Source: an optimization exercise on an open RTL-to-GDS flow (aim: small area and a short achievable clock period). Production flows keep margins and buffers that such runs may drop. Function was checked by simulation only, so behaviour that the tests miss may differ from the original. No activity file was given, so power comes from the tool's default toggle rates.

==> inputs of run a <==
==> flow/design.v (excerpt) <==
module mul32 (
   input  logic        clk,
   input  logic        rst,
   input  logic        is_signed,
   input  logic [31:0] src,
   input  logic [31:0] sink,
   output logic [63:0] dest
);
==> flow/config.mk <==
export PLATFORM = sky130hd
export DESIGN_NAME = mul32
export DESIGN_NICKNAME = mul32
export VERILOG_FILES = /design/flow/design.v
export SDC_FILE = /design/flow/constraint.sdc
export NUM_CORES = 4
export LEC_CHECK = 0
export CAP_MARGIN = 20
export CORE_MARGIN = 2
export CORE_UTILIZATION = 40
export CTS_CLUSTER_DIAMETER = 100
export CTS_CLUSTER_SIZE = 25
export SETUP_SLACK_MARGIN = 4.05
export SLEW_MARGIN = 20
export SYNTH_HIERARCHICAL = 1
export SYNTH_MINIMUM_KEEP_SIZE = 0
==> flow/constraint.sdc <==
create_clock -name core_clock -period 6.5 [get_ports {clk}]
set_input_delay 1.3000 -clock core_clock [delete_from_list [all_inputs] [get_ports {clk}]]
set_output_delay 1.3000 -clock core_clock [all_outputs]
set_load 0.01 [all_outputs]
run.sh (not shown) runs the stock make flow with config.mk's settings and CLKGATE_MAP_FILE= SYNTH_SCRIPT=/design/flow/synth_recipe.tcl, a recipe that flattens the netlist after the stock synthesis.
==> run b (differences from run a) <==
--- a/flow/config.mk
+++ b/flow/config.mk
@@ -10,4 +10,4 @@
 export CORE_UTILIZATION = 40
-export CTS_CLUSTER_DIAMETER = 100
-export CTS_CLUSTER_SIZE = 25
+export CTS_CLUSTER_DIAMETER = 60
+export CTS_CLUSTER_SIZE = 30
 export SETUP_SLACK_MARGIN = 4.05
==> run c (differences from run a) <==
--- a/flow/config.mk
+++ b/flow/config.mk
@@ -12,3 +12,3 @@
 export CTS_CLUSTER_SIZE = 25
-export SETUP_SLACK_MARGIN = 4.05
+export SETUP_SLACK_MARGIN = 4.12
 export SLEW_MARGIN = 20
==> qor summary <==
| metric | run c | run a | run b |
|---|---|---|---|
| Result of the run | no timing/DRC/antenna violations | no timing/DRC/antenna violations | no timing/DRC/antenna violations |
| P_int | 11.3 mW | 11.1 mW | 11.9 mW |
| Type of destination of the critical path | output port | output port | flop |
| Met3 wire length | 9910 µm | 10100 µm | 9640 µm |
| Leading cell type in the layout, fill and taps excluded | sky130_fd_sc_hd__a22o_1 | sky130_fd_sc_hd__a22o_1 | sky130_fd_sc_hd__dfxtp_1 |
| Number of cell instances on the worst register-to-register path | 4 | 3 | 3 |
| Type of the worst setup path | reg -> out | reg -> out | reg -> reg |
| Hold Worst Slack | 0.333 ns | 0.333 ns | 0.331 ns |
| Via count of the first global-routing pass | 24300 | 24300 | 24700 |
| FF-to-FF setup slack | 4.11 ns | 4.09 ns | 4.08 ns |
| Source of the worst register-to-register timing path | r2_cs[222] | r_one[4] | r_one[4] |
| Global-route met2 utilization | 34.8% | 34.8% | 34.7% |
| Clock buf count | 31 | 31 | 56 |
| Share of power burned in registers | 30.9% | 31.4% | 29.5% |
| Slowest cell on the critical path | sky130_fd_sc_hd__dfxtp_4 | sky130_fd_sc_hd__dfxtp_4 | sky130_fd_sc_hd__dfxtp_2 |
| Transition at the pin with the smallest max-transition slack | 0.969 ns | 1.00 ns | 1.02 ns |
| Final Core Density | 45.9% | 45.3% | 46.4% |
| Via Count | 24000 | 24000 | 24100 |
| Worst-case vdd ir drop | 239 µV | 239 µV | 255 µV |
| Design area | 40500 µm² | 40000 µm² | 41000 µm² |
| Per-cell via count in the routed design | 5.50 | 5.51 | 5.49 |
| Fraction of area in clock buffers and inverters | 2.21% | 2.24% | 4.64% |

* * *

==> inputs of v27 <==
Starting RTL as in the previous note.
clock: 6.5 ns
lec_check: 0
cap_margin: 20
core_margin: 2
core_utilization: 40
cts_cluster_diameter: 100
cts_cluster_size: 30
setup_slack_margin: 4.05
slew_margin: 20
synth_hierarchical: 1
synth_minimum_keep_size: 0
==> v20 (differences from v27) <==
- CORE_UTILIZATION: 40 -> 55
- CTS_CLUSTER_DIAMETER: 100 -> unset
- CTS_CLUSTER_SIZE: 30 -> unset
- PLACE_DENSITY: unset -> 0.65
==> qor summary <==
metric	v27	v20
Outcome	finished clean	finished clean
Crit path to	r2_cs[98]	r3_cs[77]
Layout Cells excl Fill	4358	4093
Setup Slack @ Placement	3340 ps	3280 ps
Clock latency at the later pin of the worst-skew pair	640 ps	610 ps
Via density	5.46	6.18
DRT met1 WL	47.8 mm	45.5 mm
Layout clock buffers	30	95
Global-route wire length before repair	157 mm	162 mm
Initial DRT Pass Iterations	5	6
Resized cells post-CTS	356	289
Finished Core Util	45.5%	63.7%
Clock group	2.17 mW	3.82 mW
Pwr Total	19.9 mW	21.5 mW
Switching share of power	43.7%	41.6%
Worst Tran Pin Value	1020 ps	1040 ps
Share of the final layout cell area in multi-input gates	58.9%	57.8%
Worst Clk Skew	31.3 ps	34.5 ps
Antenna violations before repair	2	1

* * *

==> trial 79: inputs <==
Starting RTL as in the previous note.
clock: 6.5 ns
lec_check: 0
cap_margin: 20
core_margin: 2
core_utilization: 40
cts_cluster_diameter: 100
cts_cluster_size: 25
setup_slack_margin: 4.05
slew_margin: 20
synth_hierarchical: 1
synth_minimum_keep_size: 0
tns_end_percent: 30
==> build 94 (differences from trial 79) <==
Settings changed: CTS_CLUSTER_DIAMETER 100 to not set, CTS_CLUSTER_SIZE 25 to not set, TNS_END_PERCENT 30 to not set.
==> trial 88 (differences from trial 79) <==
Settings changed: CTS_CLUSTER_DIAMETER 100 to 130, CTS_CLUSTER_SIZE 25 to 32, TNS_END_PERCENT 30 to not set.
==> notes <==
In synthesized cell count, trial 88 and trial 79 do not differ.
The lowest global-route usage belongs to trial 88, the highest to build 94.
Via count, lowest first: trial 88, trial 79, build 94.
The highest power belongs to build 94, the lowest to trial 88.
Clock skew: trial 79 > build 94 > trial 88.
Count of clock-buffer cells in the layout: trial 88 < trial 79 < build 94.
Core utilization: build 94 > trial 79 > trial 88.
Critical path depth is the same in trial 79 and trial 88.
The lowest first-iteration DRC count belongs to trial 79, the highest to build 94.
Clock power, lowest first: trial 88, trial 79, build 94.
The lowest sequential share of layout area belongs to build 94, the highest to trial 88.

* * *

==> job 5910 <==
mul32 again, from the RTL that the note above started with.
export LEC_CHECK = 0
export CAP_MARGIN = 5
export CORE_MARGIN = 2
export CORE_UTILIZATION = 40
export CTS_CLUSTER_DIAMETER = 100
export CTS_CLUSTER_SIZE = 25
export SETUP_SLACK_MARGIN = 4.05
export SLEW_MARGIN = 5
export SYNTH_HIERARCHICAL = 1
export SYNTH_MINIMUM_KEEP_SIZE = 0
create_clock -name core_clock -period 6.5 [get_ports {clk}]
==> job 7497: changes against job 5910 <==
CAP_MARGIN = 20   (was 5)
CTS_CLUSTER_DIAMETER = default   (was 100)
CTS_CLUSTER_SIZE = default   (was 25)
SETUP_SLACK_MARGIN = 4.2   (was 4.05)
SLEW_MARGIN = 20   (was 5)
==> results.txt <==
- TritonCTS Buffers: 70
- Outcome: complete, no violations
- Register Area: 12250 sq um
- Tmin final: roughly 2.4 ns
- Reg-to-reg slack, setup: 4.10 ns
# the run above: job 7497

==> results.txt <==
- Tmin final: 2.435 ns
- Htree depth: 1
- Register Area: 12050 sq um
- Reg-to-reg slack, setup: between 4 and 5 ns
- Largest net degree at the start of global routing: 65
- TritonCTS Buffers: 30
- Synth top area share: 33.52%
- Outcome: complete, no violations
# the run above: job 5910

separate check: timing with driven ports:
In the flow no input, the clock included, has a driving cell. The finished layouts below were timed again as built, in two steps.
Step 1, drivers: a clkbuf_16 drives clk and a buf_2 each remaining input, both assumed.
Step 2, shift: input delay + t, output delay - t, t = (earliest + latest rising clock arrival at the registers) / 2. This alone moves slack from input paths to output paths.
a / b / c = no drivers / after step 1 / after step 2; a / b = the first two.
run | shift t [ns] | slack for setup (ns) | hold WS [ns] | clock arrival spread, ns
run a | 0.687 | 4.065 / 4.003 / 3.679 | 0.333 / 0.333 / 0.333 | 0.032 / 0.032
run b | 0.682 | 4.077 / 4.024 / 3.678 | 0.331 / 0.331 / 0.331 | 0.046 / 0.046
run c | 0.688 | 4.067 / 4.003 / 3.674 | 0.333 / 0.333 / 0.333 | 0.030 / 0.031
v27 | 0.684 | 4.070 / 4.017 / 3.685 | 0.336 / 0.336 / 0.336 | 0.032 / 0.031
v20 | 0.659 | 4.011 / 4.011 / 3.643 | 0.318 / 0.318 / 0.318 | 0.038 / 0.039
trial 79 | 0.687 | 4.069 / 4.004 / 3.679 | 0.333 / 0.333 / 0.333 | 0.030 / 0.030
build 94 | 0.681 | 4.080 / 4.023 / 3.667 | 0.329 / 0.329 / 0.329 | 0.034 / 0.033
trial 88 | 0.662 | 4.081 / 4.017 / 3.680 | 0.337 / 0.337 / 0.337 | 0.025 / 0.024
job 5910 | 0.687 | 4.065 / 4.003 / 3.679 | 0.333 / 0.333 / 0.333 | 0.032 / 0.032
job 7497 | 0.679 | 4.099 / 4.038 / 3.814 | 0.326 / 0.326 / 0.326 | 0.037 / 0.037
After both steps setup and hold are still met in every run listed. The setup slack of build 94, which loses most, moves by -0.057 ns with the drivers and by -0.413 ns with both steps.
